Background: an optimization exercise with open tools, aiming at small area. Do not read the settings as production practice. The RTL was checked by simulation tests, not by an equivalence proof against the original design. Power figures rest on the tool's default switching activity, not on a simulated workload.

wip/umber:
// rvCoreTop
module rvCoreTop (
  input  wire         clk,
  input  wire         reset,
  output wire         wb_cyc,
  output wire         wb_stb,
  output wire         wb_we,
  output wire [31:0]  wb_adr,
  output wire [31:0]  wb_dat_w,
  output wire [3:0]   wb_sel,
  input  wire [31:0]  wb_dat_r,
  input  wire         wb_ack,
  output wire [63:0]  retired_count
);
  localparam logic [3:0] S_INIT  = 4'd0,    
                         S_FETCH = 4'd1,    
                         S_EXEC  = 4'd2,    
                         S_BR2   = 4'd3,    
                         S_STS   = 4'd4,    
                         S_MEMR  = 4'd5,    
                         S_MEMW  = 4'd6,    
                         S_GL    = 4'd7,    
                         S_GWL   = 4'd8,    
                         S_GS    = 4'd9,    
                         S_L     = 4'd10,   
                         S_XL    = 4'd11,   
                         S_XS    = 4'd12,   
  ...
==> flow/config.mk <==
export PLATFORM = sky130hd
export DESIGN_NAME = rvCoreTop
export DESIGN_NICKNAME = rvCoreTop
export VERILOG_FILES = /design/flow/design.v
export SDC_FILE = /design/flow/constraint.sdc
export NUM_CORES = 4
export LEC_CHECK = 0
export CAP_MARGIN = 20
export CORE_MARGIN = 2
export CORE_UTILIZATION = 40
export SLEW_MARGIN = 20
==> flow/constraint.sdc <==
create_clock -name core_clock -period 10.0 [get_ports {clk}]
set_input_delay 2.0000 -clock core_clock [delete_from_list [all_inputs] [get_ports {clk}]]
set_output_delay 2.0000 -clock core_clock [all_outputs]
set_load 0.01 [all_outputs]
standard.sh (not shown) runs the stock make flow with config.mk's settings and CLKGATE_MAP_FILE= SYNTH_SCRIPT=/design/flow/synth_recipe.tcl, a recipe that flattens the netlist after the stock synthesis.
==> flow/flow/run.sh <==
#!/bin/bash
# Layout flow: the standard ORFS flow (standard.sh) with three changes.
#  1. After the standard synthesis, the gates between the flip-flops are
#     re-mapped by ABC for area (flow/remap.tcl). Every flip-flop keeps its
#     instance name, cell type and output net. If anything about that step
#     fails or changes a flip-flop, the standard netlist is used unchanged.
#  2. Port buffers use the smallest buffer cell (every port still gets one).
#  3. The clock tree uses clkbuf_16 with larger sink clusters and no dummy loads.
# Logs: synth_make.log, remap_yosys.log, finish_make.log here; ORFS's own logs
# under orfs/logs.
set -uo pipefail
cd "$(dirname "$0")/.."
export BUFFER_PORTS_ARGS="-buffer_cell sky130_fd_sc_hd__buf_1"
export CTS_ARGS="-sink_clustering_enable -repair_clock_nets -dont_use_dummy_load -buf_list sky130_fd_sc_hd__clkbuf_16 -sink_clustering_size 28 -sink_clustering_max_diameter 100"

bash standard.sh synth > synth_make.log 2>&1 || exit 1

R=orfs/results/${FLOW_PLATFORM:-sky130hd}/rvCoreTop/base
NET=$R/1_2_yosys.v
YOSYS=${FLOW_HOME:-/OpenROAD-flow-scripts/flow}/../tools/install/yosys/bin/yosys
[[ -x $YOSYS ]] || YOSYS=yosys
LIB=${FLOW_HOME:-/OpenROAD-flow-scripts/flow}/platforms/sky130hd/lib/sky130_fd_sc_hd__tt_025C_1v80.lib
cp $NET remap_standard.v
flops() { grep -oE "^\s*(sky130_fd_sc_hd__|KEEP_)(dfxtp_1|edfxtp_1)\s+\S+" "$1" | sed -E 's/KEEP_/sky130_fd_sc_hd__/; s/^\s+//; s/\s+/ /g' | sort; }
ok=0
if ! grep -qE "^\s*sky130_fd_sc_hd__(df|edf|sdf|sedf|dl[xr]|dfb|dfr|dfs)\w*\s" <(sed -E 's/^(\s*)sky130_fd_sc_hd__(dfxtp_1|edfxtp_1)(\s)/\1KEEP/' $NET); then
  sed -E 's/^(\s*)sky130_fd_sc_hd__(dfxtp_1|edfxtp_1)(\s)/\1KEEP_\2\3/' remap_standard.v > remap_in.v
  DU=$(sed -n '/DONT_USE_CELLS/,/^#/p' ${FLOW_HOME:-/OpenROAD-flow-scripts/flow}/platforms/sky130hd/config.mk | grep -oE "sky130_fd_sc_hd__\w+" | tr '\n' ' ')
  if REMAP_LIB=$LIB REMAP_IN=remap_in.v REMAP_STUBS=flow/keep_stubs.v REMAP_OUT=remap_out.v \
     REMAP_ABC=flow/area.abc REMAP_TOP=${FLOW_TOP:-rvCoreTop} REMAP_DONT_USE="$DU" \
     $YOSYS -c flow/remap.tcl > remap_yosys.log 2>&1; then
    sed -E 's/^(\s*)KEEP_(dfxtp_1|edfxtp_1)(\s)/\1sky130_fd_sc_hd__\2\3/' remap_out.v > remap_final.v
    if cmp -s <(flops remap_standard.v) <(flops remap_final.v) && [[ $(flops remap_final.v | wc -l) -gt 0 ]] \
       && ! grep -q "KEEP_" remap_final.v; then
      ok=1
    fi
  fi
fi
if [[ $ok == 1 ]]; then
  echo "remap: using the re-mapped netlist" >> remap_yosys.log
  cp remap_final.v $NET
  touch $NET
else
  echo "remap: keeping the standard netlist" >> remap_yosys.log
fi

bash standard.sh finish > finish_make.log 2>&1
==> flow/flow/area.abc <==
strash; dc2; &get -n; &deepsyn -T 30; &put; dc2; &get -n; &deepsyn -T 30 -S 3; &put; dch -f; amap
==> flow/flow/remap.tcl <==
# Re-map the combinational logic of the standard synthesis netlist for area.
# Every flip-flop instance is kept as it is (same name, same cell, same output
# net); only the gates between them are rebuilt by ABC from the cells' logic
# functions. The flip-flops come in renamed to KEEP_<cell> (see run.sh) so that
# they stay black boxes here.
yosys -import
set lib $::env(REMAP_LIB)
read_liberty -ignore_miss_func $lib
read_verilog $::env(REMAP_STUBS)
read_verilog $::env(REMAP_IN)
hierarchy -top $::env(REMAP_TOP)
flatten
# Hide every net name but the ports' and the flip-flop outputs', so that the
# ports and registers keep naming their nets after re-mapping.
yosys select -set ports $::env(REMAP_TOP)/i:* $::env(REMAP_TOP)/o:* %u
yosys "select -set qnets $::env(REMAP_TOP)/t:KEEP_* %x:+\[Q\] $::env(REMAP_TOP)/w:* %i"
yosys rename -hide $::env(REMAP_TOP)/w:* @ports @qnets %u %d
yosys select -clear
opt -purge
set dont_use {}
foreach c $::env(REMAP_DONT_USE) { lappend dont_use -dont_use $c }
abc -liberty $lib {*}$dont_use -script $::env(REMAP_ABC)
opt_clean -purge
read_liberty -lib -overwrite -ignore_miss_func $lib
splitnets
opt_clean -purge
hilomap -singleton -hicell sky130_fd_sc_hd__conb_1 HI -locell sky130_fd_sc_hd__conb_1 LO
insbuf -buf sky130_fd_sc_hd__buf_4 A X
check -assert
stat -liberty $lib
write_verilog -noattr -nohex -nodec -selected $::env(REMAP_OUT)
Other scripts of this flow, unchanged in this note and not shown: flow/flow/keep_stubs.v
wip/umber finished all stages; the layout is clean.
Inputs modified between wip/umber and wip/ember:
- a change of CORE_UTILIZATION from 40 to 60
- an added PLACE_DENSITY of 0.85
diff --git a/flow/flow/run.sh b/flow/flow/run.sh
--- a/flow/flow/run.sh
+++ b/flow/flow/run.sh
@@ -13,3 +13,3 @@
 export BUFFER_PORTS_ARGS="-buffer_cell sky130_fd_sc_hd__buf_1"
-export CTS_ARGS="-sink_clustering_enable -repair_clock_nets -dont_use_dummy_load -buf_list sky130_fd_sc_hd__clkbuf_16 -sink_clustering_size 28 -sink_clustering_max_diameter 100"
+export CTS_ARGS="-sink_clustering_enable -repair_clock_nets -dont_use_dummy_load -buf_list sky130_fd_sc_hd__clkbuf_16 -sink_clustering_size 34 -sink_clustering_max_diameter 60"
 
==> run notes <==
Result for wip/umber and wip/ember: all clean
Net switching component of the power | wip/ember above wip/umber
Cell type of the slowest stage on the worst timing path = sky130_fd_sc_hd__dfxtp_1: wip/umber; cell type of the slowest stage on the worst timing path = sky130_fd_sc_hd__clkinv_1: wip/ember
Smallest setup slack after layout was lower in wip/ember than in wip/umber.
| fraction of met2 tracks used by global routing | wip/ember vs wip/umber | 21 points higher |
> inputs changed (wip/ember -> wip/indigo)
- CORE_UTILIZATION now 40, was 60
- PLACE_DENSITY no longer set, was 0.85
diff --git a/flow/flow/run.sh b/flow/flow/run.sh
--- a/flow/flow/run.sh
+++ b/flow/flow/run.sh
@@ -3,3 +3,3 @@
 #  1. After the standard synthesis, the gates between the flip-flops are
-#     re-mapped by ABC for area (flow/remap.tcl). Every flip-flop keeps its
+#     re-mapped by ABC for area (flow/remap.tcl; four seeds, the smallest kept). Every flip-flop keeps its
 #     instance name, cell type and output net. If anything about that step
@@ -13,3 +13,3 @@
 export BUFFER_PORTS_ARGS="-buffer_cell sky130_fd_sc_hd__buf_1"
-export CTS_ARGS="-sink_clustering_enable -repair_clock_nets -dont_use_dummy_load -buf_list sky130_fd_sc_hd__clkbuf_16 -sink_clustering_size 34 -sink_clustering_max_diameter 60"
+export CTS_ARGS="-sink_clustering_enable -repair_clock_nets -dont_use_dummy_load -buf_list sky130_fd_sc_hd__clkbuf_16 -sink_clustering_size 30 -sink_clustering_max_diameter 100"
 
@@ -28,6 +28,20 @@
   DU=$(sed -n '/DONT_USE_CELLS/,/^#/p' ${FLOW_HOME:-/OpenROAD-flow-scripts/flow}/platforms/sky130hd/config.mk | grep -oE "sky130_fd_sc_hd__\w+" | tr '\n' ' ')
-  if REMAP_LIB=$LIB REMAP_IN=remap_in.v REMAP_STUBS=flow/keep_stubs.v REMAP_OUT=remap_out.v \
-     REMAP_ABC=flow/area.abc REMAP_TOP=${FLOW_TOP:-rvCoreTop} REMAP_DONT_USE="$DU" \
-     $YOSYS -c flow/remap.tcl > remap_yosys.log 2>&1; then
-    sed -E 's/^(\s*)KEEP_(dfxtp_1|edfxtp_1)(\s)/\1sky130_fd_sc_hd__\2\3/' remap_out.v > remap_final.v
+  # Four ABC runs with different random seeds, in parallel; keep the smallest.
+  for seed in 0 1 2 3; do
+    echo "strash; dc2; &get -n; &deepsyn -T 70 -S $seed; &put; dc2; &get -n; &deepsyn -T 70 -S $((seed + 4)); &put; dch -f; amap -F 20 -A 50" > remap_$seed.abc
+    REMAP_LIB=$LIB REMAP_IN=remap_in.v REMAP_STUBS=flow/keep_stubs.v REMAP_OUT=remap_out_$seed.v \
+      REMAP_ABC=remap_$seed.abc REMAP_TOP=${FLOW_TOP:-rvCoreTop} REMAP_DONT_USE="$DU" \
+      timeout 900 $YOSYS -c flow/remap.tcl > remap_yosys_$seed.log 2>&1 &
+  done
+  wait
+  best=""; best_area=""
+  for seed in 0 1 2 3; do
+    a=$(grep -E "Chip area for module" remap_yosys_$seed.log | tail -1 | awk '{print $NF}')
+    if [[ -n "$a" && -s remap_out_$seed.v ]] && grep -q "^End of script" remap_yosys_$seed.log; then
+      if [[ -z "$best" ]] || awk -v x="$a" -v y="$best_area" 'BEGIN{exit !(x < y)}'; then best=$seed; best_area=$a; fi
+    fi
+  done
+  echo "remap: areas $(grep -hE "Chip area for module" remap_yosys_*.log | awk '{print $NF}' | tr '\n' ' '); best seed $best" > remap_yosys.log
+  if [[ -n "$best" ]]; then
+    sed -E 's/^(\s*)KEEP_(dfxtp_1|edfxtp_1)(\s)/\1sky130_fd_sc_hd__\2\3/' remap_out_$best.v > remap_final.v
     if cmp -s <(flops remap_standard.v) <(flops remap_final.v) && [[ $(flops remap_final.v | wc -l) -gt 0 ]] \
diff --git a/flow/flow/remap.tcl b/flow/flow/remap.tcl
--- a/flow/flow/remap.tcl
+++ b/flow/flow/remap.tcl
@@ -27,3 +27,3 @@
 hilomap -singleton -hicell sky130_fd_sc_hd__conb_1 HI -locell sky130_fd_sc_hd__conb_1 LO
-insbuf -buf sky130_fd_sc_hd__buf_4 A X
+insbuf -buf sky130_fd_sc_hd__buf_1 A X
 check -assert
removed: flow/flow/area.abc
Notes after the runs:
Re flip-flop and latch count: no difference whatsoever between wip/ember and wip/indigo.
Diff wip/indigo and wip/ember: total power higher in wip/ember
wip/indigo ends up with lower global-route usage than wip/ember does.
Termination of the worst setup path = retired[63]$_SDFF_PP0_: wip/indigo; termination of the worst setup path = retired[60]$_SDFF_PP0_: wip/ember
Comparing wip/indigo and wip/ember, the higher number of instances in the synthesized netlist is on wip/ember.
Compared to wip/ember, wip/indigo shows a narrower setup margin.
Relative to wip/indigo, the following input files were edited for wip/pepper:
diff --git a/flow/flow/run.sh b/flow/flow/run.sh
--- a/flow/flow/run.sh
+++ b/flow/flow/run.sh
@@ -3,3 +3,3 @@
 #  1. After the standard synthesis, the gates between the flip-flops are
-#     re-mapped by ABC for area (flow/remap.tcl; four seeds, the smallest kept). Every flip-flop keeps its
+#     re-mapped by ABC for area (flow/remap.tcl). Every flip-flop keeps its
 #     instance name, cell type and output net. If anything about that step
@@ -28,20 +28,6 @@
   DU=$(sed -n '/DONT_USE_CELLS/,/^#/p' ${FLOW_HOME:-/OpenROAD-flow-scripts/flow}/platforms/sky130hd/config.mk | grep -oE "sky130_fd_sc_hd__\w+" | tr '\n' ' ')
-  # Four ABC runs with different random seeds, in parallel; keep the smallest.
-  for seed in 0 1 2 3; do
-    echo "strash; dc2; &get -n; &deepsyn -T 70 -S $seed; &put; dc2; &get -n; &deepsyn -T 70 -S $((seed + 4)); &put; dch -f; amap -F 20 -A 50" > remap_$seed.abc
-    REMAP_LIB=$LIB REMAP_IN=remap_in.v REMAP_STUBS=flow/keep_stubs.v REMAP_OUT=remap_out_$seed.v \
-      REMAP_ABC=remap_$seed.abc REMAP_TOP=${FLOW_TOP:-rvCoreTop} REMAP_DONT_USE="$DU" \
-      timeout 900 $YOSYS -c flow/remap.tcl > remap_yosys_$seed.log 2>&1 &
-  done
-  wait
-  best=""; best_area=""
-  for seed in 0 1 2 3; do
-    a=$(grep -E "Chip area for module" remap_yosys_$seed.log | tail -1 | awk '{print $NF}')
-    if [[ -n "$a" && -s remap_out_$seed.v ]] && grep -q "^End of script" remap_yosys_$seed.log; then
-      if [[ -z "$best" ]] || awk -v x="$a" -v y="$best_area" 'BEGIN{exit !(x < y)}'; then best=$seed; best_area=$a; fi
-    fi
-  done
-  echo "remap: areas $(grep -hE "Chip area for module" remap_yosys_*.log | awk '{print $NF}' | tr '\n' ' '); best seed $best" > remap_yosys.log
-  if [[ -n "$best" ]]; then
-    sed -E 's/^(\s*)KEEP_(dfxtp_1|edfxtp_1)(\s)/\1sky130_fd_sc_hd__\2\3/' remap_out_$best.v > remap_final.v
+  if REMAP_LIB=$LIB REMAP_IN=remap_in.v REMAP_STUBS=flow/keep_stubs.v REMAP_OUT=remap_out.v \
+     REMAP_ABC=flow/area.abc REMAP_TOP=${FLOW_TOP:-rvCoreTop} REMAP_DONT_USE="$DU" \
+     $YOSYS -c flow/remap.tcl > remap_yosys.log 2>&1; then
+    sed -E 's/^(\s*)KEEP_(dfxtp_1|edfxtp_1)(\s)/\1sky130_fd_sc_hd__\2\3/' remap_out.v > remap_final.v
     if cmp -s <(flops remap_standard.v) <(flops remap_final.v) && [[ $(flops remap_final.v | wc -l) -gt 0 ]] \
==> flow/flow/area.abc (new file) <==
strash; dc2; &get -n; &deepsyn -T 30; &put; dc2; &get -n; &deepsyn -T 30 -S 3; &put; dch -f; amap -F 20 -A 50
diff --git a/flow/flow/remap.tcl b/flow/flow/remap.tcl
--- a/flow/flow/remap.tcl
+++ b/flow/flow/remap.tcl
@@ -27,3 +27,3 @@
 hilomap -singleton -hicell sky130_fd_sc_hd__conb_1 HI -locell sky130_fd_sc_hd__conb_1 LO
-insbuf -buf sky130_fd_sc_hd__buf_1 A X
+insbuf -buf sky130_fd_sc_hd__buf_4 A X
 check -assert
## What came out
First-pass GRT wire length in wip/pepper is 690 um above wip/indigo.
[compare] base=wip/indigo new=wip/pepper: met2 track utilization from global routing lost 1.9 points; layout buffer count excluding clock buffers lost 4; power density over the cells moved down.
Here is what was changed in the inputs of wip/tundra compared with wip/pepper.
diff --git a/flow/flow/run.sh b/flow/flow/run.sh
--- a/flow/flow/run.sh
+++ b/flow/flow/run.sh
@@ -13,3 +13,3 @@
 export BUFFER_PORTS_ARGS="-buffer_cell sky130_fd_sc_hd__buf_1"
-export CTS_ARGS="-sink_clustering_enable -repair_clock_nets -dont_use_dummy_load -buf_list sky130_fd_sc_hd__clkbuf_16 -sink_clustering_size 30 -sink_clustering_max_diameter 100"
+export CTS_ARGS="-sink_clustering_enable -repair_clock_nets -dont_use_dummy_load -buf_list sky130_fd_sc_hd__clkbuf_16 -sink_clustering_size 28 -sink_clustering_max_diameter 100"
 
--- outcome ---
Internal power contribution ends up higher on wip/tundra. Final core utilization delta (wip/tundra -> wip/pepper): insignificant. wip/tundra vs. wip/pepper: total length of routed met2 wires went down by 94 um. Looking at worst setup slack, wip/tundra sits below wip/pepper. The final area of wip/tundra and that of wip/pepper are within noise of each other.

[afterwards: timing with drivers on the ports]
Ports are ideal in the flow. The routed layouts listed here were re-timed in OpenROAD. Step 1 (the two cells are an assumption about what drives the block):
set clk [get_ports {clk}]
set_driving_cell -lib_cell sky130_fd_sc_hd__clkbuf_16 $clk
set_driving_cell -lib_cell sky130_fd_sc_hd__buf_2 [delete_from_list [all_inputs] $clk]
Step 2, shift: input delay + t, output delay - t, t = (earliest + latest rising clock arrival at the registers) / 2. This alone moves slack from input paths to output paths. Three values: no drivers, after step 1, after step 2; two values: the first two.
| run | t, ns | setup slack, ns | worst slew at a driven data input, ns | pins driven straight from the clock port |
|---|---|---|---|---|
| wip/umber | 0.629 | 1.255 / 1.255 / 1.255 | 0.06 | 1 |
| wip/ember | 0.580 | 1.123 / 1.123 / 1.123 | 0.03 | 1 |
| wip/indigo | 0.620 | 1.113 / 1.113 / 1.113 | 0.09 | 1 |
| wip/pepper | 0.622 | 1.206 / 1.206 / 1.206 | 0.10 | 1 |
| wip/tundra | 0.643 | 1.183 / 1.183 / 1.183 | 0.09 | 1 |
After both steps every run listed still meets setup and hold.
